Background: an optimization exercise with open tools, aiming at small area, a short achievable clock period and few clock cycles. Do not read the settings as production practice. Function was not checked in any run shown here: the RTL went through the layout flow alone.

--- design/flow/design.v ---
package cds_pkg;
    localparam int DAY_W   = 5;
    localparam int MONTH_W = 4;
    localparam int YEAR_W  = 14;
    localparam int COUNT_W = 16;
    localparam int MASK_W  = 7;
    localparam int WD_W    = 3;
    localparam int DOY_W   = 9;
endpackage
module cds_mod7 (
    input  logic [15:0] x,
    output logic [2:0]  r
);
    logic [5:0] s1;
    logic [3:0] s2;
    logic [2:0] s3;
    assign s1 = 6'(x[2:0]) + 6'(x[5:3]) + 6'(x[8:6]) + 6'(x[11:9]) + 6'(x[14:12]) + 6'(x[15]);
    assign s2 = 4'(s1[2:0]) + 4'(s1[5:3]);
    assign s3 = s2[2:0] + 3'(s2[3]);
    assign r  = (s3 == 3'd7) ? 3'd0 : s3;
endmodule
module cds_month_len (
    input  logic       leap,
    input  logic [3:0] m,
    output logic [4:0] len
);
    always_comb begin
        case (m)
            4'd1, 4'd3, 4'd5, 4'd7, 4'd8, 4'd10, 4'd12: len = 5'd31;
            4'd4, 4'd6, 4'd9, 4'd11:                    len = 5'd30;
            4'd2:    len = leap ? 5'd29 : 5'd28;
            default: len = 5'd0;
        endcase
    end
endmodule
module cds_days_before (
    input  logic [3:0] m,
    output logic [8:0] days
);
    always_comb begin
        case (m)
            4'd2:    days = 9'd31;
            4'd3:    days = 9'd59;
            4'd4:    days = 9'd90;
            4'd5:    days = 9'd120;
            4'd6:    days = 9'd151;
            4'd7:    days = 9'd181;
            4'd8:    days = 9'd212;
            4'd9:    days = 9'd243;
            4'd10:   days = 9'd273;
            4'd11:   days = 9'd304;
            4'd12:   days = 9'd334;
            default: days = 9'd0;
        endcase
    end
endmodule
module cds_doy_split (
    input  logic [8:0] r,
    input  logic       leap,
    output logic [3:0] m,
    output logic [4:0] d
);
    logic       feb29;
    logic [8:0] rr;
    logic [8:0] cum;
    assign feb29 = leap && (r == 9'd59);
    assign rr    = (leap && (r > 9'd59)) ? r - 9'd1 : r;
    always_comb begin
        if (feb29)             m = 4'd2;
        else if (rr < 9'd31)   m = 4'd1;
        else if (rr < 9'd59)   m = 4'd2;
        else if (rr < 9'd90)   m = 4'd3;
        else if (rr < 9'd120)  m = 4'd4;
        else if (rr < 9'd151)  m = 4'd5;
        else if (rr < 9'd181)  m = 4'd6;
        else if (rr < 9'd212)  m = 4'd7;
        else if (rr < 9'd243)  m = 4'd8;
        else if (rr < 9'd273)  m = 4'd9;
        else if (rr < 9'd304)  m = 4'd10;
        else if (rr < 9'd334)  m = 4'd11;
        else                   m = 4'd12;
    end
    cds_days_before u_cum (.m(m), .days(cum));
    assign d = feb29 ? 5'd29 : rr[4:0] - cum[4:0] + 5'd1;
endmodule
module cds_div100 (
    input  logic [13:0] y,
    output logic [7:0]  q,
    output logic [6:0]  rem
);
    logic [13:0]       p41;
    logic [7:0]        qe;
    logic signed [8:0] r0;
    logic              neg, over;
    assign p41  = {6'b0, y[13:6]} + {1'b0, y[13:6], 5'b0} + {3'b0, y[13:6], 3'b0};
    assign qe   = p41[13:6];
    assign r0   = y[8:0] - {qe, 6'b0} - {qe, 5'b0} - {qe, 2'b0};
    assign neg  = r0[8];
    assign over = !neg && (r0 >= 9'sd100);
    assign q    = qe + {{7{neg}}, neg || over};
    assign rem  = 7'(r0 + (neg ? 9'sd100 : over ? -9'sd100 : 9'sd0));
endmodule
module cds_div3 #(
    parameter int W = 15
) (
    input  logic [W-1:0] x,
    output logic [W-1:0] q,
    output logic [1:0]   r
);
    logic [W:0] r1, r0;
    assign r1[W] = 1'b0;
    assign r0[W] = 1'b0;
    for (genvar i = W - 1; i >= 0; i--) begin : g_st
        assign q[i]  = r1[i+1] | (r0[i+1] & x[i]);
        assign r1[i] = (r0[i+1] & !x[i]) | (r1[i+1] & x[i]);
        assign r0[i] = (!r1[i+1] & !r0[i+1] & x[i]) | (r1[i+1] & !x[i]);
    end
    assign r = {r1[0], r0[0]};
endmodule
module cds_pass30 (
    input  logic       back,
    input  logic [3:0] from,
    input  logic [3:0] to,
    output logic       hit
);
    logic [12:0] sel;
    always_comb begin
        sel = '0;
        for (int k = 1; k <= 12; k++) begin
            if (!back) begin
                if (to >= from) sel[k] = (4'(k) > from) && (4'(k) <= to);
                else            sel[k] = (4'(k) > from) || (4'(k) <= to);
            end else begin
                if (to <= from) sel[k] = (4'(k) >= to) && (4'(k) < from);
                else            sel[k] = (4'(k) >= to) || (4'(k) < from);
            end
        end
        hit = sel[4] || sel[6] || sel[9] || sel[11];
    end
endmodule
import cds_pkg::*;
module calendar_date_stepper
#(
    parameter int unsigned MAX_YEAR = 9999
) (
    input  logic               aclk,
    input  logic               aresetn,
    input  logic               cfg_wr_en,
    input  logic [MASK_W-1:0]  cfg_wr_data,
    input  logic               s_valid,
    output logic               s_ready,
    input  logic [1:0]         s_req_type,
    input  logic               s_step_back,
    input  logic [COUNT_W-1:0] s_step_count,
    input  logic [DAY_W-1:0]   s_load_day,
    input  logic [MONTH_W-1:0] s_load_month,
    input  logic [YEAR_W-1:0]  s_load_year,
    output logic               m_valid,
    input  logic               m_ready,
    output logic [DAY_W-1:0]   m_out_day,
    output logic [MONTH_W-1:0] m_out_month,
    output logic [YEAR_W-1:0]  m_out_year,
    output logic [WD_W-1:0]    m_weekday,
    output logic [DOY_W-1:0]   m_day_of_year,
    output logic               m_is_leap,
    output logic [DAY_W-1:0]   m_month_length,
    output logic               m_date_valid,
    output logic               m_is_weekend,
    output logic               m_range_error
);
    localparam logic signed [15:0] MAXY = 16'(MAX_YEAR);
    typedef enum logic [2:0] {
        ST_IDLE = 3'd0,
        ST_D1   = 3'd1,
        ST_D2   = 3'd2,
        ST_M2   = 3'd4,
        ST_G    = 3'd5,
        ST_RW   = 3'd6
    } state_t;
    state_t st;
    logic [4:0]  o_day;
    logic [3:0]  o_month;
    logic [13:0] o_year;
    logic [2:0]  o_wd;
    logic [8:0]  o_doy;
    logic        o_leap;
    logic [4:0]  o_len;
    logic        o_valid;
    logic        o_wkend;
    logic        o_err;
    logic        mvalid;
    logic [8:0]  yc400;    
    logic [6:0]  mask;
    logic               rmon;     
    logic               rback;
    logic signed [10:0] acc;
    logic signed [9:0]  de;
    logic               wc;
    logic [2:0]         wdn;
    logic signed [15:0] wy;
    logic signed [10:0] wx;
    logic [3:0]         wm;
    logic [4:0]         wdd;
    logic               werr;
    logic [12:0]        wq;
    logic [6:0]         wrem;
    logic [1:0]         nfc;
    logic               has30;
    logic               fl_e, fl_m, fl_p;
    logic outfree;
    assign outfree = !mvalid || m_ready;
    assign s_ready = (st == ST_IDLE);
    logic        fit, is_day, is_mon, is_step, nz_cnt;
    logic [2:0]  nmod7;
    logic [3:0]  wsum;
    logic [2:0]  wdn_next;
    logic [10:0] acc_acc;
    logic [8:0]  acc_a;
    logic signed [17:0] acc_b;
    assign fit     = o_valid && (o_year != 14'd0) && (o_year <= 14'(MAX_YEAR));
    assign is_day  = (s_req_type == 2'd1);
    assign is_mon  = (s_req_type == 2'd2);
    assign is_step = is_day || is_mon;
    assign nz_cnt  = (s_step_count != 16'd0);
    cds_mod7 u_nmod7 (.x(s_step_count), .r(nmod7));
    logic [2:0] nsel;
    assign nsel     = s_step_back ? ~nmod7 : nmod7;
    assign wsum     = 4'(o_wd) + 4'(nsel);
    assign wdn_next = (wsum >= 4'd7) ? 3'(wsum + 4'd1) : wsum[2:0];
    logic [8:0] doy_m1;
    assign doy_m1 = o_doy - 9'd1;
    assign acc_a  = s_step_back ? o_doy : doy_m1;
    assign acc_b  = s_step_back ? ~{2'b00, s_step_count} : {2'b00, s_step_count};
    assign acc_acc = 11'(acc_a) + acc_b[10:0];
    logic signed [11:0] bx;
    logic [7:0]         ax45;
    logic signed [17:0] p45;
    logic signed [9:0]  de_next;
    logic signed [10:0] xe_next;
    assign bx      = acc_b[17:6];
    always_comb begin
        case (acc_a[8:6])
            3'd0:    ax45 = 8'd0;
            3'd1:    ax45 = 8'd45;
            3'd2:    ax45 = 8'd90;
            3'd3:    ax45 = 8'd135;
            3'd4:    ax45 = 8'd180;
            default: ax45 = 8'd225;
        endcase
    end
    assign p45     = (18'(bx) <<< 5) + (18'(bx) <<< 3) + (18'(bx) <<< 2) + 18'(bx) + 18'(ax45);
    assign de_next = 10'(p45 >>> 8);
    assign xe_next = 11'(yc400) + 11'(de_next);
    logic [13:0] n3q;
    logic [1:0]  n3r;
    logic [3:0]  mterm;
    logic [4:0]  mt;
    logic        mcar;
    logic [3:0]  mr;
    cds_div3 #(.W(14)) u_div3 (.x(s_step_count[15:2]), .q(n3q), .r(n3r));
    assign mterm = s_step_back ? 4'd12 - o_month : o_month - 4'd1;
    assign mt    = 5'({n3r, s_step_count[1:0]}) + 5'(mterm);
    assign mcar  = (mt >= 5'd12);
    assign mr    = mcar ? 4'(mt - 5'd12) : mt[3:0];
    logic signed [10:0] t4, t4s, d4, pd;
    logic [2:0]         cnt;
    logic [2:0]         kx;
    logic [10:0]        dy365;
    logic signed [10:0] r0;
    logic               e_lp, e_lm, e_lpp;
    assign t4     = 11'(yc400[1:0]) + 11'(de) + 11'sd3;
    assign t4s    = t4 >>> 2;
    assign d4     = t4s - 11'(yc400[1:0] != 2'd0);
    assign cnt    = 3'(wx > -11'sd100) + 3'(wx > 11'sd0) + 3'(wx > 11'sd100) + 3'(wx > 11'sd200)
                    + 3'(wx > 11'sd300) + 3'(wx > 11'sd400) + 3'(wx > 11'sd500);
    assign kx     = 3'(yc400 > 9'd0) + 3'(yc400 > 9'd100) + 3'(yc400 > 9'd200) + 3'(yc400 > 9'd300);
    assign pd     = d4 - 11'(cnt) + 11'(kx) + 11'(wx > 11'sd0) + 11'(wx > 11'sd400)
                    - 11'(yc400 != 9'd0) + 11'sd1;
    assign dy365  = (11'(de) << 8) + (11'(de) << 6) + (11'(de) << 5) + (11'(de) << 3)
                    + (11'(de) << 2) + 11'(de);
    assign r0     = acc[10:0] - dy365 - pd;
    assign e_lp   = (wx[1:0] == 2'd0) && (wx != -11'sd100) && (wx != 11'sd100) && (wx != 11'sd200)
                    && (wx != 11'sd300) && (wx != 11'sd500);
    assign e_lm   = (wx[1:0] == 2'd1) && (wx != -11'sd99) && (wx != 11'sd101) && (wx != 11'sd201)
                    && (wx != 11'sd301) && (wx != 11'sd501);
    assign e_lpp  = (wx[1:0] == 2'd3) && (wx != -11'sd101) && (wx != 11'sd99) && (wx != 11'sd199)
                    && (wx != 11'sd299) && (wx != 11'sd499);
    logic               rneg, rover;
    logic [9:0]         rfix;
    logic signed [15:0] yfin;
    logic signed [10:0] xfin;
    logic [8:0]         ycfin;
    logic               lfin;
    logic [3:0]         dc_m;
    logic [4:0]         dc_d;
    logic [4:0]         dc_len;
    logic               dc_hi, dc_lo;
    assign rneg  = acc[10];
    assign rover = !rneg && (fl_e ? (acc[9:0] >= 10'd366) : (acc[9:0] >= 10'd365));
    logic [9:0] radd;
    always_comb begin
        if (rneg)       radd = fl_m ? 10'd366 : 10'd365;
        else if (rover) radd = fl_e ? -10'd366 : -10'd365;
        else            radd = 10'd0;
    end
    assign rfix  = acc[9:0] + radd;
    assign yfin  = wy + {{15{rneg}}, rneg || rover};
    assign xfin  = wx + {{10{rneg}}, rneg || rover};
    assign ycfin = 9'(xfin + ((xfin < 11'sd0) ? 11'sd400 : (xfin >= 11'sd400) ? -11'sd400 : 11'sd0));
    assign lfin  = rneg ? fl_m : rover ? fl_p : fl_e;
    cds_doy_split u_split (.r(rfix[8:0]), .leap(lfin), .m(dc_m), .d(dc_d));
    cds_month_len u_dclen (.leap(lfin), .m(dc_m), .len(dc_len));
    assign dc_hi = (yfin > MAXY);
    assign dc_lo = (yfin < 16'sd1);
    logic signed [15:0] ymv;
    logic               f_hi, f_lo;
    logic [13:0]        yc;
    logic [3:0]         mc;
    logic [1:0]         dys;
    logic signed [3:0]  nf;
    logic               h30;
    logic [13:0]        fy;
    logic [7:0]         fq;
    logic [6:0]         frem;
    assign ymv  = 16'(o_year) + (rback ? ~{3'b0, wq} : {3'b0, wq}) + 16'(rback ? !wc : wc);
    assign f_hi = !rback && (ymv > MAXY);
    assign f_lo = rback && (ymv < 16'sd1);
    assign yc   = f_hi ? 14'(MAX_YEAR) : f_lo ? 14'd1 : ymv[13:0];
    assign mc   = f_hi ? 4'd12 : f_lo ? 4'd1 : wm;
    always_comb begin
        if (f_hi)                 dys = (o_year >= 14'd9997) ? 2'(2'd3 - o_year[1:0]) : 2'd3;
        else if (f_lo)            dys = (o_year <= 14'd3) ? 2'(o_year - 14'd1) : 2'd3;
        else if ((wq >= 13'd3) || ((wq == 13'd2) && wc)) dys = 2'd3;
        else                      dys = wq[1:0] + 2'(wc);
    end
    always_comb begin
        if (!rback) nf = 4'(dys) - 4'(mc == 4'd1) + 4'(o_month == 4'd1);
        else        nf = 4'(dys) - 4'(o_month < 4'd3) + 4'(mc < 4'd3);
    end
    cds_pass30 u_p30 (.back(rback), .from(o_month), .to(mc), .hit(h30));
    assign fy = (st == ST_IDLE) ? s_load_year : ymv[13:0];
    cds_div100 u_div100 (.y(fy), .q(fq), .rem(frem));
    logic        g_lp, g_lm, g_lpp, g_feb;
    logic [4:0]  g_l, g_d, g_len;
    logic        g_valid;
    logic [8:0]  g_cum, g_doy;
    logic [2:0]  g_wd;
    logic [8:0]  g_yc400;
    assign g_lp  = (wy[1:0] == 2'd0) && ((wrem != 7'd0)  || (wq[1:0] == 2'd0));
    assign g_lm  = (wy[1:0] == 2'd1) && ((wrem != 7'd1)  || (wq[1:0] == 2'd0));
    assign g_lpp = (wy[1:0] == 2'd3) && ((wrem != 7'd99) || (wq[1:0] == 2'd3));
    assign g_feb = !rback ? ((wm >= 4'd2) ? g_lp : g_lm) : ((wm <= 4'd2) ? g_lp : g_lpp);
    always_comb begin
        if (!rmon)             g_l = 5'd31;
        else if (nfc == 2'd2)  g_l = 5'd28;
        else if (nfc == 2'd1)  g_l = g_feb ? 5'd29 : 5'd28;
        else if (has30)        g_l = 5'd30;
        else                   g_l = 5'd31;
    end
    assign g_d = (wdd < g_l) ? wdd : g_l;
    cds_month_len   u_glen (.leap(g_lp), .m(wm), .len(g_len));
    cds_days_before u_gcum (.m(wm), .days(g_cum));
    assign g_valid = (g_len != 5'd0) && (g_d != 5'd0) && (g_d <= g_len);
    assign g_doy   = g_cum + 9'(g_lp && (wm > 4'd2)) + 9'(g_d);
    logic [1:0]  g_a4;
    logic        g_bnz, g_xnz;
    logic [4:0]  g_k;
    assign g_a4    = wq[1:0];
    assign g_bnz   = (wrem != 7'd0);
    assign g_xnz   = g_bnz || (g_a4 != 2'd0);
    always_comb begin
        case (g_a4)
            2'd0:    g_k = 5'd5;
            2'd1:    g_k = 5'd10;
            2'd2:    g_k = 5'd15;
            default: g_k = 5'd20;
        endcase
    end
    logic [7:0] g_yp;
    logic [2:0] g_ym, g_cm;
    logic [5:0] g_ds;
    assign g_yp = 8'(wrem) + 8'((8'(wrem) + 8'd3) >> 2) + 8'(g_k) - 8'(g_bnz) + 8'(g_xnz);
    cds_mod7 u_ymod7 (.x(16'(g_yp)), .r(g_ym));
    always_comb begin
        case (wm)
            4'd2, 4'd3, 4'd11: g_cm = 3'd3;
            4'd4, 4'd7:        g_cm = 3'd6;
            4'd5:              g_cm = 3'd1;
            4'd6:              g_cm = 3'd4;
            4'd8:              g_cm = 3'd2;
            4'd9, 4'd12:       g_cm = 3'd5;
            default:           g_cm = 3'd0;
        endcase
    end
    assign g_ds = 6'(g_ym) + 6'(g_cm) + 6'(g_lp && (wm > 4'd2)) + 6'(g_d);
    cds_mod7 u_gmod7 (.x(16'(g_ds)), .r(g_wd));
    always_comb begin
        case (g_a4)
            2'd0:    g_yc400 = 9'(wrem);
            2'd1:    g_yc400 = 9'd100 + 9'(wrem);
            2'd2:    g_yc400 = 9'd200 + 9'(wrem);
            default: g_yc400 = 9'd300 + 9'(wrem);
        endcase
    end
    logic acc_step, rpt_now, commit_d, commit_g, commit_r;
    assign acc_step = is_step && fit && nz_cnt;
    assign rpt_now  = (st == ST_IDLE) && s_valid && (s_req_type != 2'd0) && !acc_step;
    assign commit_r = (rpt_now || (st == ST_RW)) && outfree;
    assign commit_d = (st == ST_D2) && outfree;
    assign commit_g = (st == ST_G) && outfree;
    always_ff @(posedge aclk) begin
        if (!aresetn) begin
            st      <= ST_IDLE;
            mvalid  <= 1'b0;
            mask    <= 7'd96;
            o_day   <= 5'd1;
            o_month <= 4'd1;
            o_year  <= 14'd2000;
            o_wd    <= 3'd6;
            o_doy   <= 9'd1;
            o_leap  <= 1'b1;
            o_len   <= 5'd31;
            o_valid <= 1'b1;
            o_wkend <= 1'b1;
            o_err   <= 1'b0;
            yc400   <= 9'd0;
        end else begin
            if (cfg_wr_en) mask <= cfg_wr_data;
            if (commit_r || commit_d || commit_g) mvalid <= 1'b1;
            else if (m_ready)                     mvalid <= 1'b0;
            unique case (st)
                ST_IDLE: begin
                    if (s_valid) begin
                        if (s_req_type == 2'd0) st <= ST_G;
                        else if (acc_step)      st <= is_day ? ST_D1 : ST_M2;
                        else if (!outfree)      st <= ST_RW;
                    end
                end
                ST_RW:   if (outfree) st <= ST_IDLE;
                ST_D1:   st <= ST_D2;
                ST_D2:   if (outfree) st <= ST_IDLE;
                ST_M2:   st <= ST_G;
                ST_G:    if (outfree) st <= ST_IDLE;
                default: st <= ST_IDLE;
            endcase
            if (commit_r) begin
                o_err   <= (st == ST_RW) ? werr : (is_step && !fit);
                o_wkend <= o_valid && mask[o_wd];
            end
            if (commit_d) begin
                o_valid <= 1'b1;
                if (dc_hi) begin
                    o_day <= 5'd31; o_month <= 4'd12; o_year <= 14'(MAX_YEAR);
                    o_wd <= 3'd5; o_doy <= 9'd365; o_leap <= 1'b0; o_len <= 5'd31;
                    o_wkend <= mask[5]; o_err <= 1'b1; yc400 <= 9'd399;
                end else if (dc_lo) begin
                    o_day <= 5'd1; o_month <= 4'd1; o_year <= 14'd1;
                    o_wd <= 3'd1; o_doy <= 9'd1; o_leap <= 1'b0; o_len <= 5'd31;
                    o_wkend <= mask[1]; o_err <= 1'b1; yc400 <= 9'd1;
                end else begin
                    o_day <= dc_d; o_month <= dc_m; o_year <= yfin[13:0];
                    o_wd <= wdn; o_doy <= rfix[8:0] + 9'd1; o_leap <= lfin; o_len <= dc_len;
                    o_wkend <= mask[wdn]; o_err <= 1'b0; yc400 <= ycfin;
                end
            end
            if (commit_g) begin
                o_day   <= g_d;
                o_month <= wm;
                o_year  <= wy[13:0];
                o_wd    <= g_valid ? g_wd : 3'd0;
                o_doy   <= g_valid ? g_doy : 9'd0;
                o_leap  <= g_lp;
                o_len   <= g_len;
                o_valid <= g_valid;
                o_wkend <= g_valid && mask[g_wd];
                o_err   <= werr;
                yc400   <= g_yc400;
            end
        end
    end
    always_ff @(posedge aclk) begin
        unique case (st)
            ST_IDLE: begin
                rback <= s_step_back;
                acc   <= acc_acc[10:0];
                de    <= de_next;
                wx    <= xe_next;
                wc    <= mcar;
                wdn   <= wdn_next;
                rmon  <= is_mon;
                werr  <= is_step && !fit;
                wq    <= is_mon ? n3q[12:0] : 13'(fq);
                wrem  <= frem;
                if (s_req_type == 2'd0) begin
                    wdd <= s_load_day;
                    wm  <= s_load_month;
                    wy  <= 16'(s_load_year);
                end else begin
                    wdd <= o_day;
                    wm  <= s_step_back ? 4'd12 - mr : mr + 4'd1;
                    wy  <= 16'(o_year);
                end
            end
            ST_D1: begin
                acc  <= r0;
                wy   <= 16'(o_year) + 16'(de);
                fl_e <= e_lp;
                fl_m <= e_lm;
                fl_p <= e_lpp;
            end
            ST_M2: begin
                wy    <= 16'(yc);
                wm    <= mc;
                werr  <= f_hi || f_lo;
                wq    <= f_hi ? 13'd99 : f_lo ? 13'd0 : 13'(fq);
                wrem  <= f_hi ? 7'd99 : f_lo ? 7'd1 : frem;
                nfc   <= (nf >= 4'sd2) ? 2'd2 : (nf == 4'sd1) ? 2'd1 : 2'd0;
                has30 <= h30;
            end
            default: ;
        endcase
    end
    assign m_valid        = mvalid;
    assign m_out_day      = o_day;
    assign m_out_month    = o_month;
    assign m_out_year     = o_year;
    assign m_weekday      = o_wd;
    assign m_day_of_year  = o_doy;
    assign m_is_leap      = o_leap;
    assign m_month_length = o_len;
    assign m_date_valid   = o_valid;
    assign m_is_weekend   = o_wkend;
    assign m_range_error  = o_err;
endmodule
--- design/flow/run.sh ---
#!/bin/bash
# synth_recipe.tcl (not shown) runs the flow's synth.tcl, then flattens the netlist and writes it again
# the make line also repeats each setting of config.mk as NAME=value (left out here)
make -C /OpenROAD-flow-scripts/flow DESIGN_CONFIG=/design/flow/config.mk WORK_HOME=/design/flow/orfs CLKGATE_MAP_FILE= SYNTH_SCRIPT=/design/flow/synth_recipe.tcl finish
--- design/flow/config.mk ---
export PLATFORM = sky130hd
export DESIGN_NAME = calendar_date_stepper
export DESIGN_NICKNAME = calendar_date_stepper
export VERILOG_FILES = /design/flow/design.v
export SDC_FILE = /design/flow/constraint.sdc
export NUM_CORES = 4
export LEC_CHECK = 0
export CAP_MARGIN = 20
export CORE_MARGIN = 2
export CORE_UTILIZATION = 55
export SLEW_MARGIN = 20
--- design/flow/constraint.sdc ---
create_clock -name core_clock -period 9.0 [get_ports {aclk}]
set_input_delay 1.8000 -clock core_clock [delete_from_list [all_inputs] [get_ports {aclk}]]
set_output_delay 1.8000 -clock core_clock [all_outputs]
set_load 0.01 [all_outputs]
==> summary.txt, run 1 <==
Status
  – Outcome: finished with violations
  – Failing Checks: negative setup slack

Clock tree
  – # hold bufs at CTS: 0
  – CTS tree: built
  – Clock latency (worst-skew pair): 490 ps
  – Root buf cell: clkbuf_16
  – CTS buffer count: 17
  – CTS Buffer Depth: 2
  – Num Clock Sinks: 164
  – H-Tree Level Count: 4
  – CTS clk-pin slew, worst paths: 80 ps

Drt
  – First drt pass iteration count: 5
  – Vias per cell: 6.24
  – DRC viols: 0
  – Post-DR wirelength/cell: 21.7 um
  – Routed wire length: 80000 um
  – DR iter-0 viols: 2093
  – Vias: 22981
  – Detail Route Antenna Nets: 0

Finish
  – Share of cells above drive strength 1: 0.154
  – Final Instance Area: 0.0284 mm2
  – N_diodes: 0
  – Core Util, Final: 0.665
  – Post-layout nets: 3620
  – Area grow syn2layout: 20.0%
  – Fillers: 3632

Timing
  – Clk_skew: 16.3 ps
  – Final worst setup slack: -212 ps
  – Fin crit share: 1.02
  – Slew Limit Fails: 0
  – Worst-Margin Slew: 1090 ps
  – Final hold violation count: 0
  – Final setup vio count: 5
  – Worst rel slew slack: 0.268
  – Setup TNS: -663 ps
  – Worst Hold Margin: 542 ps
  – Minimum clock period after layout: 9210 ps
  – RSZ-0062 raised after global routing: yes
  – Fmax achieved: 109 MHz

Critical path
  – CP startpoint kind: register
  – Critical Path Sink Type: register
  – Crit Path Category: register to register
  – WP data required: 9350 ps
  – Critical path fanouts, max: 3
  – CP arrival: 9560 ps
  – Slowest library cell on the worst path: fa_1
  – Slowest stage delay, CP: 530 ps

Synth
  – Top cell type's share of synthesized area: 0.175
  – Cells after Synth: 2813
  – Synth area leaders: ha_1 (17%), edfxtp_1 (11%), fa_1 (9.5%), dfxtp_1 (6.2%), xnor2_1 (5.4%)
  – Most frequent cell after synthesis: ha_1
  – Synth Flop Type: edfxtp_1
  – Synth area leader: ha_1
  – Synth cell count leaders: ha_1 (331), inv_1 (284), nor2_1 (210)
  – Synthesized Nets: 3311
  – Sequential area share after synthesis: 0.176
  – Synth Area per Inst: 8.43 um2
  – Ys Warns: 5
  – Post-Syn Area: 0.0237 mm2
  – Number of synthesized register bits: 164
  – Post-synth EDFFs: 90
  – Synth cell types: 97
  – Async set-reset flop share out of synthesis: 0

Place
  – DPL Wire Length: 64800 um
  – Placed instance area: 0.0273 mm2
  – Final RePlAce weighted congestion: 0.978
  – Port-buffer cells: 99

Global routing
  – Grt ovf: 0
  – Initial antenna violation count: 1
  – Vias in the first global route: 22656
  – Global-route wire length before repair: 124000 um
  – GRT Total Usage: 0.358
  – Largest net degree at the start of global routing: 64

Hold path
  – Hold crit path type: register to register

Floorplanning
  – Core Region: 0.0428 mm2
  – Rows: 76
  – Chip width: 212 um
  – # IOs: 100
  – Die area: 0.0448 mm2
  – Die height: 212 um
  – Starting Density: 0.554

Job
  – Max cap viols: 0
==> timing repair <==
item	4_1_cts	5_1_grt
endpoints found under the setup margin	9	27
cloned	0	0
gates resized for setup	23	65
pin swaps	44	44
buffers inserted	13	12
==> kinds of logic (layout without fill, tap and decap cells) <==
logic type / count (synthesis) / count (layout) / synth area share
AND/OR/NAND/NOR: 734 / 734 / 0.151
buffers and inverters: 385 / 707 / 0.0617
AO/OA/AOI/OAI: 785 / 785 / 0.224
adder cells (fa/ha/maj): 445 / 445 / 0.270
flip-flops: 164 / 164 / 0.176
XOR/XNOR: 240 / 240 / 0.0904
multiplexers: 59 / 59 / 0.0267
other: 1 / 1 / 0.000158
==> area by class of cell <==
type / instances / area [um2] / area share
Clock inverter: 15 / 165 / 0.00581
Tap cell: 546 / 683 / 0.0240
Sequential cell: 164 / 4180 / 0.147
Multi-Input combinational cell: 2264 / 18700 / 0.658
Inverter: 289 / 1100 / 0.0386
Clock buffer: 17 / 425 / 0.0150
Timing Repair Buffer: 386 / 3170 / 0.111
==> worst max-delay path: cells and delay by family (launching register included) <==
kind	cells	cell delay, ps
DFF	1	460
AOI/OAI and AO/OA	13	1860
adders and majority gates	15	4330
xor gates and xnor gates	7	1140
buffers and inverters	8	400
and+or+nand+nor	6	660
muxes	1	210
==> worst paths after layout <==
path / startpoint / end / slack [ps] / depth (start not counted)
worst max register to register: wq[1] / o_wkend / -210 / 50
worst min-delay path: o_len[1] / o_len[1] / 540 / 2
worst min register to register: o_len[1] / o_len[1] / 540 / 2
worst max-delay path: wq[1] / o_wkend / -210 / 50
==> layer usage <==
metal,vias to the layer above,part of all wire,GRT usage
met5,-,0.00016,0
met4,2,0.041,0.141
met3,210,0.070,0.0574
met2,955,0.48,0.612
met1,11060,0.41,0.451
li1,10754,-,-
==> cells in the final DEF, fill, tap and decap left out, drive strengths merged, types with 74 or more instances in the layout <==
cell type      netlist  routed
xnor2              145     145
ha                 331     331
nor2               210     210
dfxtp               74      74
o21ai              168     168
xor2                92      92
nand2              181     181
a21oi              197     197
inv                285     291
fa                 113     113
clkdlybuf4s50        0      97
buf                 22     289
edfxtp              90      90
==> state kept, by name (all words and copies together), names as in the netlist, 9 cells and up <==
register  cells
acc          11
wy           16
o_doy         9
wq           13
yc400         9
o_year       14
wx           11
g_cum         9
de           10
==> metrics by stage <==
stage                     worst slack, ps  instances
after CTS                            -152       3670
final                                -212       3681
after global placement               -301       3625
after floorplan                     -38.8       2813
after detailed placement             -490       3625
after global routing                 -690       3681
==> inputs of run 2 (changes only) <==
--- a/design/flow/design.v
+++ b/design/flow/design.v
@@ -97,8 +97,11 @@
     assign r0   = y[8:0] - {qe, 6'b0} - {qe, 5'b0} - {qe, 2'b0};
     assign neg  = r0[8];
     assign over = !neg && (r0 >= 9'sd100);
+    logic [6:0] rp, rm;
+    assign rp   = 7'(r0[6:0] + 7'd100);
+    assign rm   = 7'(r0[6:0] - 7'd100);
     assign q    = qe + {{7{neg}}, neg || over};
-    assign rem  = 7'(r0 + (neg ? 9'sd100 : over ? -9'sd100 : 9'sd0));
+    assign rem  = neg ? rp : over ? rm : r0[6:0];
 endmodule
 module cds_div3 #(
     parameter int W = 15
@@ -203,6 +206,7 @@
     logic [4:0]         wdd;
     logic               werr;
     logic [12:0]        wq;
+    logic [1:0]         wa;       
     logic [6:0]         wrem;
     logic [1:0]         nfc;
     logic               has30;
@@ -320,7 +324,7 @@
     logic signed [3:0]  nf;
     logic               h30;
     logic [13:0]        fy;
-    logic [7:0]         fq;
+    logic [1:0]         fq;
     logic [6:0]         frem;
     assign ymv  = 16'(o_year) + (rback ? ~{3'b0, wq} : {3'b0, wq}) + 16'(rback ? !wc : wc);
     assign f_hi = !rback && (ymv > MAXY);
@@ -346,9 +350,9 @@
     logic [8:0]  g_cum, g_doy;
     logic [2:0]  g_wd;
     logic [8:0]  g_yc400;
-    assign g_lp  = (wy[1:0] == 2'd0) && ((wrem != 7'd0)  || (wq[1:0] == 2'd0));
-    assign g_lm  = (wy[1:0] == 2'd1) && ((wrem != 7'd1)  || (wq[1:0] == 2'd0));
-    assign g_lpp = (wy[1:0] == 2'd3) && ((wrem != 7'd99) || (wq[1:0] == 2'd3));
+    assign g_lp  = (wy[1:0] == 2'd0) && ((wrem != 7'd0)  || (wa == 2'd0));
+    assign g_lm  = (wy[1:0] == 2'd1) && ((wrem != 7'd1)  || (wa == 2'd0));
+    assign g_lpp = (wy[1:0] == 2'd3) && ((wrem != 7'd99) || (wa == 2'd3));
     assign g_feb = !rback ? ((wm >= 4'd2) ? g_lp : g_lm) : ((wm <= 4'd2) ? g_lp : g_lpp);
     always_comb begin
         if (!rmon)             g_l = 5'd31;
@@ -365,7 +369,7 @@
     logic [1:0]  g_a4;
     logic        g_bnz, g_xnz;
     logic [4:0]  g_k;
-    assign g_a4    = wq[1:0];
+    assign g_a4    = wa;
     assign g_bnz   = (wrem != 7'd0);
     assign g_xnz   = g_bnz || (g_a4 != 2'd0);
     always_comb begin
@@ -378,7 +382,6 @@
     end
     logic [7:0] g_yp;
     logic [2:0] g_ym, g_cm;
-    logic [5:0] g_ds;
     assign g_yp = 8'(wrem) + 8'((8'(wrem) + 8'd3) >> 2) + 8'(g_k) - 8'(g_bnz) + 8'(g_xnz);
     cds_mod7 u_ymod7 (.x(16'(g_yp)), .r(g_ym));
     always_comb begin
@@ -392,8 +395,24 @@
             default:           g_cm = 3'd0;
         endcase
     end
-    assign g_ds = 6'(g_ym) + 6'(g_cm) + 6'(g_lp && (wm > 4'd2)) + 6'(g_d);
-    cds_mod7 u_gmod7 (.x(16'(g_ds)), .r(g_wd));
+    logic [3:0] g_es, g_ws;
+    logic [2:0] g_e, g_dm;
+    assign g_es = 4'(g_ym) + 4'(g_cm) + 4'(g_lp && (wm > 4'd2));
+    assign g_e  = (g_es >= 4'd14) ? 3'(g_es - 4'd14) : (g_es >= 4'd7) ? 3'(g_es - 4'd7) : g_es[2:0];
+    always_comb begin
+        case (g_d)
+            5'd7, 5'd14, 5'd21, 5'd28:  g_dm = 3'd0;
+            5'd1, 5'd8, 5'd15, 5'd22, 5'd29: g_dm = 3'd1;
+            5'd2, 5'd9, 5'd16, 5'd23, 5'd30: g_dm = 3'd2;
+            5'd3, 5'd10, 5'd17, 5'd24, 5'd31: g_dm = 3'd3;
+            5'd4, 5'd11, 5'd18, 5'd25: g_dm = 3'd4;
+            5'd5, 5'd12, 5'd19, 5'd26: g_dm = 3'd5;
+            5'd6, 5'd13, 5'd20, 5'd27: g_dm = 3'd6;
+            default: g_dm = 3'd0;
+        endcase
+    end
+    assign g_ws = 4'(g_e) + 4'(g_dm);
+    assign g_wd = (g_ws >= 4'd7) ? 3'(g_ws - 4'd7) : g_ws[2:0];
     always_comb begin
         case (g_a4)
             2'd0:    g_yc400 = 9'(wrem);
@@ -489,7 +508,8 @@
                 wdn   <= wdn_next;
                 rmon  <= is_mon;
                 werr  <= is_step && !fit;
-                wq    <= is_mon ? n3q[12:0] : 13'(fq);
+                wq    <= n3q[12:0];
+                wa    <= fq;
                 wrem  <= frem;
                 if (s_req_type == 2'd0) begin
                     wdd <= s_load_day;
@@ -512,7 +532,7 @@
                 wy    <= 16'(yc);
                 wm    <= mc;
                 werr  <= f_hi || f_lo;
-                wq    <= f_hi ? 13'd99 : f_lo ? 13'd0 : 13'(fq);
+                wa    <= f_hi ? 2'd3 : f_lo ? 2'd0 : fq;
                 wrem  <= f_hi ? 7'd99 : f_lo ? 7'd1 : frem;
                 nfc   <= (nf >= 4'sd2) ? 2'd2 : (nf == 4'sd1) ? 2'd1 : 2'd0;
                 has30 <= h30;
==> run 2 against run 1 <==
Still fails the layout checks on negative setup slack. Final area is 3.9% lower. Sequential share of layout area is 0.81 points higher. Sequential cell count is 2 higher. Global-route usage is 3.1 points lower. Setup slack worse by 64 ps. Critical endpoint unchanged. Wire length is 5.8% lower. Cell count is 1.2% lower. Largest cell class unchanged.
==> summary.txt, run 2 <==
Status
  – Outcome: finished with violations (unchanged)
  – Failing Checks: negative setup slack (unchanged)

Synth
  – Top cell type's share of synthesized area: 0.171 (was 0.175)
  – Sequential area share after synthesis: 0.177 (was 0.176)
  – Synth Area per Inst: 8.31 um2 (was 8.43 um2)
  – Most frequent cell after synthesis: ha_1 (unchanged)
  – Cells after Synth: 2894 (was 2813)
  – Synth area leaders: ha_1 (17%), edfxtp_1 (11%), fa_1 (9.2%), dfxtp_1 (6.2%), xnor2_1 (5.5%) (was ha_1 (17%), edfxtp_1 (11%), fa_1 (9.5%), dfxtp_1 (6.2%), xnor2_1 (5.4%))
  – Synth cell count leaders: ha_1 (328), inv_1 (286), nor2_1 (226) (was ha_1 (331), inv_1 (284), nor2_1 (210))
  – Synthesized Nets: 3386 (was 3311)
  – Ys Warns: 6 (was 5)
  – Synth cell types: 100 (was 97)
  – Post-Syn Area: 0.0240 mm2 (was 0.0237 mm2)
  – Number of synthesized register bits: 166 (was 164)
  – Synth Flop Type: edfxtp_1 (unchanged)
  – Async set-reset flop share out of synthesis: 0 (unchanged)
  – Post-synth EDFFs: 92 (was 90)
  – Synth area leader: ha_1 (unchanged)

Critical path
  – Worst R2R Setup Slack: -280 ps (was -210 ps)
  – Slowest library cell on the worst path: fa_2 (was fa_1)
  – Crit Path Category: register to register (unchanged)
  – WP data required: 9330 ps (was 9350 ps)
  – Reg-to-Reg End: o_wkend (unchanged)
  – Reg2Reg Launch Point: wa[1] (was wq[1])
  – CP arrival: 9610 ps (was 9560 ps)
  – Critical path fanouts, max: 4 (was 3)
  – Crit path from: wa[1] (was wq[1])
  – Critical Path Sink Type: register (unchanged)
  – CP startpoint kind: register (unchanged)
  – Slowest stage delay, CP: 630 ps (was 530 ps)
  – R2R cell count: 44 (was 50)
  – CP dominant cell by count: inv_2
  – Critical Path End: o_wkend (unchanged)

Drt
  – Post-DR wirelength/cell: 20.7 um (was 21.7 um)
  – Vias per cell: 6.19 (was 6.24)
  – DRC viols: 0 (unchanged)
  – Vias: 22507 (was 22981)
  – Detail Route Antenna Nets: 0 (unchanged)
  – DR iter-0 viols: 2101 (was 2093)
  – First drt pass iteration count: 5 (unchanged)
  – Routed wire length: 75400 um (was 80000 um)

Timing
  – Final hold violation count: 0 (unchanged)
  – Clk_skew: 14.4 ps (was 16.3 ps)
  – Slew Limit Fails: 0 (unchanged)
  – Minimum clock period after layout: 9280 ps (was 9210 ps)
  – RSZ-0062 raised after global routing: yes (unchanged)
  – Fmax achieved: 108 MHz (was 109 MHz)
  – Final setup vio count: 2 (was 5)
  – Worst-Margin Slew: 1020 ps (was 1090 ps)
  – Final worst setup slack: -276 ps (was -212 ps)
  – Worst Hold Margin: 508 ps (was 542 ps)
  – Worst rel slew slack: 0.297 (was 0.268)
  – Fin crit share: 1.03 (was 1.02)
  – Setup TNS: -430 ps (was -663 ps)

Global routing
  – GR Util met3: 0.0509 (was 0.0574)
  – Initial antenna violation count: 0 (was 1)
  – GR peak layer: met2 (unchanged)
  – Grt ovf: 0 (unchanged)
  – GRT met2 Usage: 0.557 (was 0.612)
  – Vias in the first global route: 21635 (was 22656)
  – GRT met1 Usage: 0.420 (was 0.451)
  – Global-route wire length before repair: 116000 um (was 124000 um)
  – Largest net degree at the start of global routing: 37 (was 64)
  – GRT Total Usage: 0.327 (was 0.358)

Place
  – DP Cell Count: 3591 (was 3625)
  – DPL Wire Length: 60200 um (was 64800 um)
  – Placed instance area: 0.0264 mm2 (was 0.0273 mm2)
  – Pre-CTS worst setup slack: -607 ps (was -490 ps)
  – Final RePlAce weighted congestion: 0.979 (was 0.978)
  – Port-buffer cells: 99 (unchanged)

Floorplanning
  – Starting Density: 0.558 (was 0.554)
  – Chip width: 213 um (was 212 um)
  – Rows: 76 (unchanged)
  – Die height: 213 um (was 212 um)
  – # IOs: 100 (unchanged)
  – Core Region: 0.0431 mm2 (was 0.0428 mm2)
  – Die area: 0.0454 mm2 (was 0.0448 mm2)

Hold path
  – Hold Path Cell Cnt: 2 (unchanged)
  – Hold crit path type: register to register (unchanged)

Finish
  – Most frequent cells in the layout: ha_1 (318), inv_1 (280), nor2_1 (226) (was ha_1 (311), buf_4 (280), inv_1 (271))
  – Final Instance Area: 0.0274 mm2 (was 0.0284 mm2)
  – Area grow syn2layout: 13.8% (was 20.0%)
  – Fin cells: 3636 (was 3681)
  – Post-layout nets: 3529 (was 3620)
  – Biggest register: wy (unchanged)
  – Share of cells above drive strength 1: 0.0993 (was 0.154)
  – Core Util, Final: 0.635 (was 0.665)
  – Regs by FF count: wy: 16 flops, o_year: 14 flops, wq: 13 flops (unchanged)
  – Fillers: 3790 (was 3632)
  – Max reg flops: 16 (unchanged)
  – Commonest non-fill, non-tap cell in the layout: ha_1 (unchanged)

Clock tree
  – # hold bufs at CTS: 0 (unchanged)
  – Root buf cell: clkbuf_16 (unchanged)
  – Num Clock Sinks: 166 (was 164)
  – CTS Buffer Depth: 2 (unchanged)
  – CTS tree: built (unchanged)
  – CTS clk-pin slew, worst paths: 70 ps (was 80 ps)
  – CTS buffer count: 17 (unchanged)
  – Clock latency (worst-skew pair): 460 ps (was 490 ps)
  – H-Tree Level Count: 4 (unchanged)

Job
  – Max cap viols: 0 (unchanged)
==> run 2: cell count changes after synthesis, sizes merged, moves of 7 or more <==
cell and delta:
and3 -13, clkbuf +24, nor4 +10, nand2 +29, a211o -7, xor2 -9
nor2 +18, nor2b -10, o21a +9, o21ai -7
==> run 2: how the worst min path moves through the flow <==
stage / from / endpoint / slack, ps
global placement: o_len[0] / o_len[0] / 480
floorplan: wy[8] / o_year[8] / 460
detailed placement: o_len[0] / o_len[0] / 500
finish: o_len[0] / o_len[0] / 510
global route: o_len[0] / o_len[0] / 530
CTS: o_len[0] / o_len[0] / 510
==> run 2: cells by family after synthesis <==
logic type      Yosys count  synth area share
compound gates          785             0.220
flops                   166             0.177
mux                      66            0.0294
fa+ha+maj               440             0.263
buf+inv                 418            0.0670
simple gates            782             0.156
other cells               1          0.000156
xor+xnor                236            0.0875
==> run 2: what timing repair did <==
| item | in CTS | in global routing |
|---|---|---|
| resized for setup | 11 | 52 |
| pin swaps | 17 | 16 |
| setup endpoints to repair | 4 | 25 |
| buffers inserted | 4 | 8 |
==> run 2: per-layer routing <==
| layer | routed length, um | vias to the layer above | part of all wire |
|---|---|---|---|
| met4 | 2760 | 0 | 0.037 |
| met3 | 5640 | 161 | 0.075 |
| met1 | 31300 | 10815 | 0.42 |
| met2 | 35700 | 862 | 0.47 |
| met5 | 0 | - | 0 |
| li1 | - | 10669 | - |
==> run 2: layout make-up <==
class,count,area [um2],share of cell area
flip-flops and latches,166,4240,0.155
inverters,292,1100,0.0401
diodes,1,2.50,0.0000915
clock inverters,10,80.1,0.00293
clock buffers,22,508,0.0186
repair buffers,250,2150,0.0784
multi-input cells,2310,18500,0.678
well taps,585,732,0.0268
==> run 2: critical path: cells and delay by family (launching register included) <==
family	cells	cell delay, ps
and+or+nand+nor	3	660
buffers and inverters	9	690
adders and majority gates	13	4320
xor gates and xnor gates	5	870
AOI/OAI and AO/OA	14	2260
DFF	1	370
==> inputs of run 3 (changes only) <==
--- a/design/flow/config.mk
+++ b/design/flow/config.mk
@@ -7,5 +7,5 @@
 export LEC_CHECK = 0
 export CAP_MARGIN = 20
 export CORE_MARGIN = 2
-export CORE_UTILIZATION = 55
+export CORE_UTILIZATION = 40
 export SLEW_MARGIN = 20
==> run 3 against run 2 <==
Still fails the layout checks on negative setup slack. Non-clock buffer count fell by 11. Highest routed layer is now met5. Fmax is 0.45% higher. Critical path depth down 1.
==> summary.txt, run 3 <==
Critical path
  – WP data required: 9350 ps (was 9330 ps)
  – Reg2Reg Launch Point: wa[1] (unchanged)
  – Critical path fanouts, max: 4 (unchanged)
  – CP startpoint kind: register (unchanged)
  – Crit Path Category: register to register (unchanged)
  – CP arrival: 9590 ps (was 9610 ps)
  – Slowest library cell on the worst path: fa_2 (unchanged)
  – Reg-to-Reg End: o_wkend (unchanged)
  – Critical Path Sink Type: register (unchanged)
  – Worst R2R Setup Slack: -240 ps (was -280 ps)
  – R2R cell count: 43 (was 44)
  – Slowest stage delay, CP: 670 ps (was 630 ps)

Drt
  – WL met3: 4710 um (was 5640 um)
  – Vias: 22384 (was 22507)
  – DRC viols: 0 (unchanged)
  – Vias per cell: 5.87 (was 6.19)
  – Detail Route Antenna Nets: 0 (unchanged)
  – Met1 Wirelength: 34500 um (was 31300 um)
  – Met2 wire length: 36200 um (was 35700 um)
  – Post-DR wirelength/cell: 20.4 um (was 20.7 um)
  – Top Layer Used: met5 (was met4)
  – DR iter-0 viols: 1746 (was 2101)
  – First drt pass iteration count: 6 (was 5)
  – Routed wire length: 77800 um (was 75400 um)

Synth
  – Most frequent cell after synthesis: ha_1 (unchanged)
  – Synth Flop Type: edfxtp_1 (unchanged)
  – Sequential area share after synthesis: 0.177 (unchanged)
  – Post-Syn Area: 0.0240 mm2 (unchanged)
  – Synth cell count leaders: ha_1 (328), inv_1 (286), nor2_1 (226) (unchanged)
  – Synth Area per Inst: 8.31 um2 (unchanged)
  – Number of synthesized register bits: 166 (unchanged)
  – Synthesized Nets: 3386 (unchanged)
  – Ys Warns: 6 (unchanged)
  – Async set-reset flop share out of synthesis: 0 (unchanged)
  – Post-synth EDFFs: 92 (unchanged)
  – Synth area leaders: ha_1 (17%), edfxtp_1 (11%), fa_1 (9.2%), dfxtp_1 (6.2%), xnor2_1 (5.5%) (unchanged)
  – Synth cell types: 100 (unchanged)
  – Cells after Synth: 2894 (unchanged)
  – Top cell type's share of synthesized area: 0.171 (unchanged)
  – Synth area leader: ha_1 (unchanged)

Hold path
  – Worst hold endpoint: o_len[0] (unchanged)
  – Hold crit path type: register to register (unchanged)
  – Hold Path Cell Cnt: 2 (unchanged)
  – Origin of the worst min-delay path: o_len[0] (unchanged)

Global routing
  – Largest net degree at the start of global routing: 34 (was 37)
  – Initial antenna violation count: 1 (was 0)
  – Vias in the first global route: 21812 (was 21635)
  – GRT Total Usage: 0.247 (was 0.327)
  – Global-route wire length before repair: 122000 um (was 116000 um)
  – Grt ovf: 0 (unchanged)

Clock tree
  – # hold bufs at CTS: 0 (unchanged)
  – CTS Buffer Depth: 2 (unchanged)
  – CTS clk-pin slew, worst paths: 70 ps (about the same)
  – H-Tree Level Count: 4 (unchanged)
  – CTS tree: built (unchanged)
  – Clock latency (worst-skew pair): 470 ps (was 460 ps)
  – Num Clock Sinks: 166 (unchanged)
  – Root buf cell: clkbuf_16 (unchanged)
  – CTS buffer count: 17 (unchanged)

Timing
  – Final hold violation count: 0 (unchanged)
  – Fmax achieved: 108 MHz (about the same)
  – Slew Limit Fails: 0 (unchanged)
  – Clk_skew: 15.4 ps (was 14.4 ps)
  – Final setup vio count: 2 (unchanged)
  – Fin crit share: 1.03 (about the same)
  – RSZ-0062 raised after global routing: yes (unchanged)
  – Worst rel slew slack: 0.280 (was 0.297)
  – Minimum clock period after layout: 9240 ps (was 9280 ps)
  – Setup TNS: -340 ps (was -430 ps)
  – Final worst setup slack: -235 ps (was -276 ps)
  – Worst-Margin Slew: 1050 ps (was 1020 ps)

Finish
  – Most frequent cells in the layout: ha_1 (319), inv_1 (281), nor2_1 (226) (was ha_1 (318), inv_1 (280), nor2_1 (226))
  – N_diodes: 0 (was 1)
  – Fillers: 5752 (was 3790)
  – Multi-input gate area: 0.0185 mm2 (about the same)
  – Biggest register: wy (unchanged)
  – Commonest non-fill, non-tap cell in the layout: ha_1 (unchanged)
  – Regs by FF count: wy: 16 flops, o_year: 14 flops, wq: 13 flops (unchanged)
  – Post-layout nets: 3518 (was 3529)
  – Share of cells above drive strength 1: 0.0958 (was 0.0993)
  – Area grow syn2layout: 14.3% (was 13.8%)
  – Max reg flops: 16 (unchanged)
  – Area occupied by registers: 0.00424 mm2 (unchanged)

Floorplanning
  – Die height: 249 um (was 213 um)
  – Starting Density: 0.406 (was 0.558)
  – Chip width: 249 um (was 213 um)
  – Die area: 0.0621 mm2 (was 0.0454 mm2)
  – # IOs: 100 (unchanged)
  – Core Region: 0.0592 mm2 (was 0.0431 mm2)
  – Rows: 89 (was 76)

Status
  – Failing Checks: negative setup slack (unchanged)
  – Outcome: finished with violations (unchanged)

Place
  – DPL Wire Length: 62400 um (was 60200 um)
  – Pre-CTS worst setup slack: -480 ps (was -607 ps)
  – Port-buffer cells: 99 (unchanged)
  – Final RePlAce weighted congestion: 0.919 (was 0.979)

Job
  – Max cap viols: 0 (unchanged)
## run 3: cell counts after synthesis
Identical to the previous run, type by type.
## run 3: metal layers
metal  global-route usage  vias up
met5                    0        -
met4               0.0859        2
met3               0.0310      119
met2                0.409      798
met1                0.330    10832
li1                     -    10633
## run 3: per-stage QoR
| stage | instance area [um2] | hold slack [ps] | instances | util |
|---|---|---|---|---|
| 2_1_floorplan | 24100 | 462 | 2894 | - |
| 3_3_place_gp | 26500 | 474 | 3766 | 0.448 |
| 3_5_place_dp | 26500 | 476 | 3766 | 0.448 |
| 4_1_cts | 27200 | 492 | 3801 | 0.459 |
| 5_1_grt | 27500 | 509 | 3812 | 0.464 |
| 6_report | 27500 | 486 | 3812 | 0.464 |
## run 3: area by class of cell
cell class	instances	share of cell area
multi-input cells	2310	0.674
flip-flops and latches	166	0.154
repair buffers	239	0.0751
inverters	292	0.0399
well taps	773	0.0352
clock buffers	20	0.0174
clock inverters	12	0.00373
## run 3: timing repair
| item | 4_1_cts | 5_1_grt |
|---|---|---|
| pin swaps | 19 | 16 |
| resized for setup | 11 | 40 |
| buffers inserted | 3 | 11 |
| endpoints found under the setup margin | 3 | 22 |
## run 3: cell families after synthesis
family          share of synthesized area
buf+inv                            0.0670
compound gates                      0.220
other cells                      0.000156
mux                                0.0294
simple gates                        0.156
flops                               0.177
fa+ha+maj                           0.263
xor+xnor                           0.0875
## run 3: how the worst max path moves through the flow
stage / from / endpoint / depth (start not counted)
after floorplan: wa[0] / o_wkend / 45
after global placement: wa[1] / o_wkend / 43
after detailed placement: wa[1] / o_wkend / 43
after CTS: wa[1] / o_wkend / 45
after global routing: wa[1] / o_wkend / 45
final: wa[1] / o_wkend / 43
## run 3: worst max-delay path, delay by kind of cell, from the launching register on
kind / cells / cell delay [ps]
flops: 1 / 360
compound gates: 11 / 1450
simple gates: 4 / 720
xor+xnor: 5 / 910
fa+ha+maj: 14 / 4810
buf+inv: 8 / 540
mux: 1 / 320
==> inputs of run 4 (changes only) <==
--- a/design/flow/design.v
+++ b/design/flow/design.v
@@ -141,6 +141,33 @@
         hit = sel[4] || sel[6] || sel[9] || sel[11];
     end
 endmodule
+module cds_ywd (
+    input  logic [1:0] a,
+    input  logic [6:0] b,
+    output logic [2:0] w
+);
+    logic [4:0] s;
+    logic [3:0] s1;
+    logic [2:0] s7;
+    logic [2:0] f5;
+    logic [3:0] t;
+    assign s  = 5'(a) + 5'(b[6:2]) + 5'd1;
+    assign s1 = 4'(s[2:0]) + 4'(s[4:3]);
+    assign s7 = (s1 >= 4'd7) ? 3'(s1 - 4'd7) : s1[2:0];
+    always_comb begin
+        case (s7)
+            3'd1:    f5 = 3'd5;
+            3'd2:    f5 = 3'd3;
+            3'd3:    f5 = 3'd1;
+            3'd4:    f5 = 3'd6;
+            3'd5:    f5 = 3'd4;
+            3'd6:    f5 = 3'd2;
+            default: f5 = 3'd0;
+        endcase
+    end
+    assign t = 4'(f5) + 4'(b[1:0]) + 4'(b[1:0] != 2'd0) + 4'((b == 7'd0) && (a != 2'd0));
+    assign w = (t >= 4'd7) ? 3'(t - 4'd7) : t[2:0];
+endmodule
 import cds_pkg::*;
 module calendar_date_stepper
 #(
@@ -266,6 +293,48 @@
     assign mt    = 5'({n3r, s_step_count[1:0]}) + 5'(mterm);
     assign mcar  = (mt >= 5'd12);
     assign mr    = mcar ? 4'(mt - 5'd12) : mt[3:0];
+    logic       small_d, small_m;
+    logic       s_lm, s_lp;
+    logic [1:0] s_a;
+    logic [6:0] s_b;
+    assign small_d = (s_step_count < 16'd365);
+    assign small_m = (s_step_count < 16'd12);
+    assign s_lm    = (yc400[1:0] == 2'd1) && (yc400 != 9'd101) && (yc400 != 9'd201) && (yc400 != 9'd301);
+    assign s_lp    = (yc400[1:0] == 2'd3) && (yc400 != 9'd99) && (yc400 != 9'd199) && (yc400 != 9'd299);
+    always_comb begin
+        if (yc400 >= 9'd300)      begin s_a = 2'd3; s_b = 7'(yc400 - 9'd300); end
+        else if (yc400 >= 9'd200) begin s_a = 2'd2; s_b = 7'(yc400 - 9'd200); end
+        else if (yc400 >= 9'd100) begin s_a = 2'd1; s_b = 7'(yc400 - 9'd100); end
+        else                      begin s_a = 2'd0; s_b = 7'(yc400);          end
+    end
+    logic [4:0]  mts;
+    logic        mcs, sm_hi, sm_lo;
+    logic [3:0]  mrs, mcm;
+    logic [15:0] ysm;
+    logic [1:0]  asm_;
+    logic [6:0]  bsm;
+    assign mts   = 5'(s_step_count[3:0]) + 5'(mterm);
+    assign mcs   = (mts >= 5'd12);
+    assign mrs   = mcs ? 4'(mts - 5'd12) : mts[3:0];
+    assign sm_hi = !s_step_back && mcs && (o_year == 14'(MAX_YEAR));
+    assign sm_lo = s_step_back && mcs && (o_year == 14'd1);
+    assign mcm   = sm_hi ? 4'd12 : sm_lo ? 4'd1 : (s_step_back ? 4'd12 - mrs : mrs + 4'd1);
+    always_comb begin
+        ysm  = 16'(o_year);
+        asm_ = s_a;
+        bsm  = s_b;
+        if (mcs && !sm_hi && !sm_lo) begin
+            if (!s_step_back) begin
+                ysm = 16'(o_year) + 16'd1;
+                if (s_b == 7'd99) begin bsm = 7'd0; asm_ = s_a + 2'd1; end
+                else              bsm = s_b + 7'd1;
+            end else begin
+                ysm = 16'(o_year) - 16'd1;
+                if (s_b == 7'd0) begin bsm = 7'd99; asm_ = s_a - 2'd1; end
+                else             bsm = s_b - 7'd1;
+            end
+        end
+    end
     logic signed [10:0] t4, t4s, d4, pd;
     logic [2:0]         cnt;
     logic [2:0]         kx;
@@ -337,11 +406,17 @@
         else if ((wq >= 13'd3) || ((wq == 13'd2) && wc)) dys = 2'd3;
         else                      dys = wq[1:0] + 2'(wc);
     end
+    logic       n_back;
+    logic [3:0] n_to;
+    logic [1:0] n_dys;
+    assign n_back = (st == ST_IDLE) ? s_step_back : rback;
+    assign n_to   = (st == ST_IDLE) ? mcm : mc;
+    assign n_dys  = (st == ST_IDLE) ? 2'((mcs && !sm_hi && !sm_lo)) : dys;
     always_comb begin
-        if (!rback) nf = 4'(dys) - 4'(mc == 4'd1) + 4'(o_month == 4'd1);
-        else        nf = 4'(dys) - 4'(o_month < 4'd3) + 4'(mc < 4'd3);
+        if (!n_back) nf = 4'(n_dys) - 4'(n_to == 4'd1) + 4'(o_month == 4'd1);
+        else         nf = 4'(n_dys) - 4'(o_month < 4'd3) + 4'(n_to < 4'd3);
     end
-    cds_pass30 u_p30 (.back(rback), .from(o_month), .to(mc), .hit(h30));
+    cds_pass30 u_p30 (.back(n_back), .from(o_month), .to(n_to), .hit(h30));
     assign fy = (st == ST_IDLE) ? s_load_year : ymv[13:0];
     cds_div100 u_div100 (.y(fy), .q(fq), .rem(frem));
     logic        g_lp, g_lm, g_lpp, g_feb;
@@ -367,23 +442,9 @@
     assign g_valid = (g_len != 5'd0) && (g_d != 5'd0) && (g_d <= g_len);
     assign g_doy   = g_cum + 9'(g_lp && (wm > 4'd2)) + 9'(g_d);
     logic [1:0]  g_a4;
-    logic        g_bnz, g_xnz;
-    logic [4:0]  g_k;
     assign g_a4    = wa;
-    assign g_bnz   = (wrem != 7'd0);
-    assign g_xnz   = g_bnz || (g_a4 != 2'd0);
-    always_comb begin
-        case (g_a4)
-            2'd0:    g_k = 5'd5;
-            2'd1:    g_k = 5'd10;
-            2'd2:    g_k = 5'd15;
-            default: g_k = 5'd20;
-        endcase
-    end
-    logic [7:0] g_yp;
     logic [2:0] g_ym, g_cm;
-    assign g_yp = 8'(wrem) + 8'((8'(wrem) + 8'd3) >> 2) + 8'(g_k) - 8'(g_bnz) + 8'(g_xnz);
-    cds_mod7 u_ymod7 (.x(16'(g_yp)), .r(g_ym));
+    cds_ywd u_ywd (.a(wa), .b(wrem), .w(g_ym));
     always_comb begin
         case (wm)
             4'd2, 4'd3, 4'd11: g_cm = 3'd3;
@@ -451,7 +512,8 @@
                 ST_IDLE: begin
                     if (s_valid) begin
                         if (s_req_type == 2'd0) st <= ST_G;
-                        else if (acc_step)      st <= is_day ? ST_D1 : ST_M2;
+                        else if (acc_step)      st <= is_day ? (small_d ? ST_D2 : ST_D1)
+                                                     : (small_m ? ST_G : ST_M2);
                         else if (!outfree)      st <= ST_RW;
                     end
                 end
@@ -503,22 +565,27 @@
                 rback <= s_step_back;
                 acc   <= acc_acc[10:0];
                 de    <= de_next;
-                wx    <= xe_next;
+                wx    <= small_d ? 11'(yc400) : xe_next;
+                fl_e  <= o_leap;
+                fl_m  <= s_lm;
+                fl_p  <= s_lp;
+                nfc   <= (nf >= 4'sd2) ? 2'd2 : (nf == 4'sd1) ? 2'd1 : 2'd0;
+                has30 <= h30;
                 wc    <= mcar;
                 wdn   <= wdn_next;
                 rmon  <= is_mon;
-                werr  <= is_step && !fit;
+                werr  <= (is_step && !fit) || (is_mon && (sm_hi || sm_lo));
                 wq    <= n3q[12:0];
-                wa    <= fq;
-                wrem  <= frem;
+                wa    <= is_mon ? asm_ : fq;
+                wrem  <= is_mon ? bsm : frem;
                 if (s_req_type == 2'd0) begin
                     wdd <= s_load_day;
                     wm  <= s_load_month;
                     wy  <= 16'(s_load_year);
                 end else begin
                     wdd <= o_day;
-                    wm  <= s_step_back ? 4'd12 - mr : mr + 4'd1;
-                    wy  <= 16'(o_year);
+                    wm  <= small_m ? mcm : (s_step_back ? 4'd12 - mr : mr + 4'd1);
+                    wy  <= (is_mon && small_m) ? ysm : 16'(o_year);
                 end
             end
             ST_D1: begin
--- a/design/flow/config.mk
+++ b/design/flow/config.mk
@@ -5,7 +5,9 @@
 export SDC_FILE = /design/flow/constraint.sdc
 export NUM_CORES = 4
 export LEC_CHECK = 0
+export ABC_AREA = 1
 export CAP_MARGIN = 20
 export CORE_MARGIN = 2
-export CORE_UTILIZATION = 40
+export CORE_UTILIZATION = 55
+export PLACE_DENSITY = 0.7
 export SLEW_MARGIN = 20
==> run 4 against run 3 <==
Now clean on timing, DRC and antenna. Sequential share of layout area is 0.11 points higher. Global-route usage is 12 points higher. Count of clock-buffer cells in the layout is 1 lower. Area after synthesis is 2.8% higher. Die area is 25% lower. Sequential cell count stayed put. Register-to-register slack better by 670 ps. Worst hold slack worse by 5.0 ps. Wire length is 7.9% higher. Largest cell class unchanged.
==> summary.txt, run 4 <==
Drt
  – Detail Route Antenna Nets: 0 (unchanged)
  – First drt pass iteration count: 6 (unchanged)
  – DRC viols: 0 (unchanged)
  – Vias: 24921 (was 22384)
  – DR iter-0 viols: 2286 (was 1746)

Global routing
  – GR Util met3: 0.0496 (was 0.0310)
  – GR peak layer: met2 (unchanged)
  – GRT met1 Usage: 0.469 (was 0.330)
  – Vias in the first global route: 24284 (was 21812)
  – Global-route wire length before repair: 131000 um (was 122000 um)
  – Grt ovf: 0 (unchanged)

Synth
  – Post-synth EDFFs: 91 (was 92)
  – Post-Syn Area: 0.0247 mm2 (was 0.0240 mm2)
  – Synthesized Nets: 4033 (was 3386)
  – Sequential area share after synthesis: 0.171 (was 0.177)
  – Synth Area per Inst: 6.95 um2 (was 8.31 um2)
  – Number of synthesized register bits: 166 (unchanged)
  – Synth area leaders: ha_1 (16%), nand2_1 (11%), edfxtp_1 (11%), inv_1 (8.8%), fa_1 (8.5%) (was ha_1 (17%), edfxtp_1 (11%), fa_1 (9.2%), dfxtp_1 (6.2%), xnor2_1 (5.5%))
  – Most frequent cell after synthesis: nand2_1 (was ha_1)
  – Ys Warns: 7 (was 6)
  – Top cell type's share of synthesized area: 0.163 (was 0.171)

Critical path
  – Reg2Reg Launch Point: wa[0] (was wa[1])
  – WP data required: 9400 ps (was 9350 ps)
  – Critical Path Sink Type: register (unchanged)
  – CP startpoint kind: register (unchanged)
  – R2R cell count: 48 (was 43)
  – Slowest stage delay, CP: 510 ps (was 670 ps)
  – Worst path buffer plus inverter count: 12 (was 8)
  – Cell family with most CP delay: adder cells (unchanged)
  – Critical path fanouts, max: 4 (unchanged)
  – CP dominant cell by count: inv_1
  – CP arrival: 8960 ps (was 9590 ps)

Clock tree
  – Clock latency (worst-skew pair): 510 ps (was 470 ps)
  – CTS Buffer Depth: 2 (unchanged)
  – CTS tree: built (unchanged)
  – H-Tree Level Count: 4 (unchanged)
  – CTS buffer count: 17 (unchanged)
  – Root buf cell: clkbuf_16 (unchanged)

Timing
  – Worst rel slew slack: 0.291 (was 0.280)
  – Final setup vio count: 0 (was 2)
  – Fmax achieved: 117 MHz (was 108 MHz)
  – Worst Hold Margin: 481 ps (was 486 ps)
  – Setup TNS: 0 ps (was -340 ps)
  – Final worst setup slack: 438 ps (was -235 ps)
  – Worst-Margin Slew: 1060 ps (was 1050 ps)

Hold path
  – Hold crit path type: register to register (unchanged)
  – Origin of the worst min-delay path: o_len[0] (unchanged)
  – Worst hold endpoint: o_len[0] (unchanged)

Floorplanning
  – # IOs: 100 (unchanged)
  – Starting Density: 0.557 (was 0.406)
  – Chip width: 216 um (was 249 um)
  – Die area: 0.0466 mm2 (was 0.0621 mm2)
  – Rows: 77 (was 89)

Status
  – Outcome: timing/DRC/antenna clean (was finished with violations)

Place
  – Final RePlAce weighted congestion: 1.02 (was 0.919)
  – Port-buffer cells: 99 (unchanged)
  – Placed instance area: 0.0265 mm2 (about the same)
  – Pre-CTS worst setup slack: -124 ps (was -480 ps)
  – DPL Wire Length: 68000 um (was 62400 um)

Finish
  – Most frequent cells in the layout: nand2_1 (743), inv_1 (579), ha_1 (321) (was ha_1 (319), inv_1 (281), nor2_1 (226))
  – Area occupied by registers: 0.00423 mm2 (was 0.00424 mm2)
  – Multi-input gate area: 0.0180 mm2 (was 0.0185 mm2)
  – Area grow syn2layout: 10.2% (was 14.3%)
  – Regs by FF count: wy: 16 flops, o_year: 14 flops, wq: 13 flops (unchanged)
  – Share of cells above drive strength 1: 0.0541 (was 0.0958)
  – Biggest register: wy (unchanged)
  – Commonest non-fill, non-tap cell in the layout: nand2_1 (was ha_1)

Job
  – Max cap viols: 0 (unchanged)
[run 4: logic make-up after synthesis]
| kind of cell | count (synthesis) | share of synthesized area |
|---|---|---|
| AND/OR/NAND/NOR | 1422 | 0.248 |
| adder cells (fa/ha/maj) | 427 | 0.248 |
| buffers and inverters | 667 | 0.103 |
| XOR/XNOR | 197 | 0.0702 |
| AO/OA/AOI/OAI | 669 | 0.158 |
| multiplexers | 4 | 0.00162 |
| flip-flops | 166 | 0.171 |
[run 4: timing repair]
| action | in CTS | in global routing |
|---|---|---|
| setup buffers | 0 | 5 |
| pin swaps | 0 | 8 |
| setup endpoints to repair | 1 | 9 |
| gates resized for setup | 2 | 32 |
| endpoints found under the hold margin | 0 | 0 |
[run 4: stage by stage]
step | utilization | cells
2_1_floorplan | - | 3552
3_3_place_gp | 0.597 | 4217
3_5_place_dp | 0.597 | 4217
4_1_cts | 0.611 | 4249
5_1_grt | 0.614 | 4254
6_report | 0.614 | 4254
[run 4: final cells by class]
type,instances,area share
multi-input cells,2719,0.663
well taps,592,0.0272
clock buffers,19,0.0167
inverters,597,0.0823
flip-flops and latches,166,0.156
repair buffers,148,0.0497
clock inverters,13,0.00584
[run 4: worst max-delay path by stage]
stage / cells past startpoint / end
after detailed placement: 49 / o_wkend
after CTS: 48 / o_wkend
after global placement: 49 / o_wkend
final: 48 / o_wkend
after global routing: 48 / o_wkend
after floorplan: 49 / o_wkend
[run 4: worst reg2reg max path: cells and delay by family, from the launching register on]
family | cells | cell delay [ps]
compound gates | 6 | 650
xor+xnor | 4 | 790
fa+ha+maj | 14 | 4460
buf+inv | 12 | 920
flops | 1 | 350
simple gates | 12 | 1300
[run 4: metal layers]
metal	routed length (um)	vias up
met3	6050	225
met1	35300	11685
met5	0	-
met2	38700	1082
met4	3880	0
li1	-	11929

==> what the ideal ports hide <==
How much do the figures lean on ideal ports? The routed layouts below were timed once more, with nothing changed but the port constraints.
Step 1 assumes that a clkbuf_16 drives the clock port and a buf_2 every other input.
Step 2 moves the port delays by t, midway between the first and last clock arrival at a register: inputs arrive t later, outputs are due t later. That takes back most of the time a late clock gives input paths.
Three values: ideal ports, drivers, drivers and shift; two values: the first two.
run	t (ns)	setup WS [ns]	clock arrival spread, ns	worst data-port slew with drivers (ns)	cell pins on the clock port's net
run 1	0.542	-0.212 / -0.212 / -0.212	0.017 / 0.017	0.05	1
run 2	0.498	-0.276 / -0.276 / -0.276	0.016 / 0.015	0.10	1
run 3	0.528	-0.235 / -0.235 / -0.235	0.017 / 0.017	0.05	1
run 4	0.557	0.438 / 0.438 / 0.092	0.017 / 0.017	0.05	1
The setup slack of run 4, which loses most, moves by 0.000 ns with the drivers and by -0.346 ns with both steps.
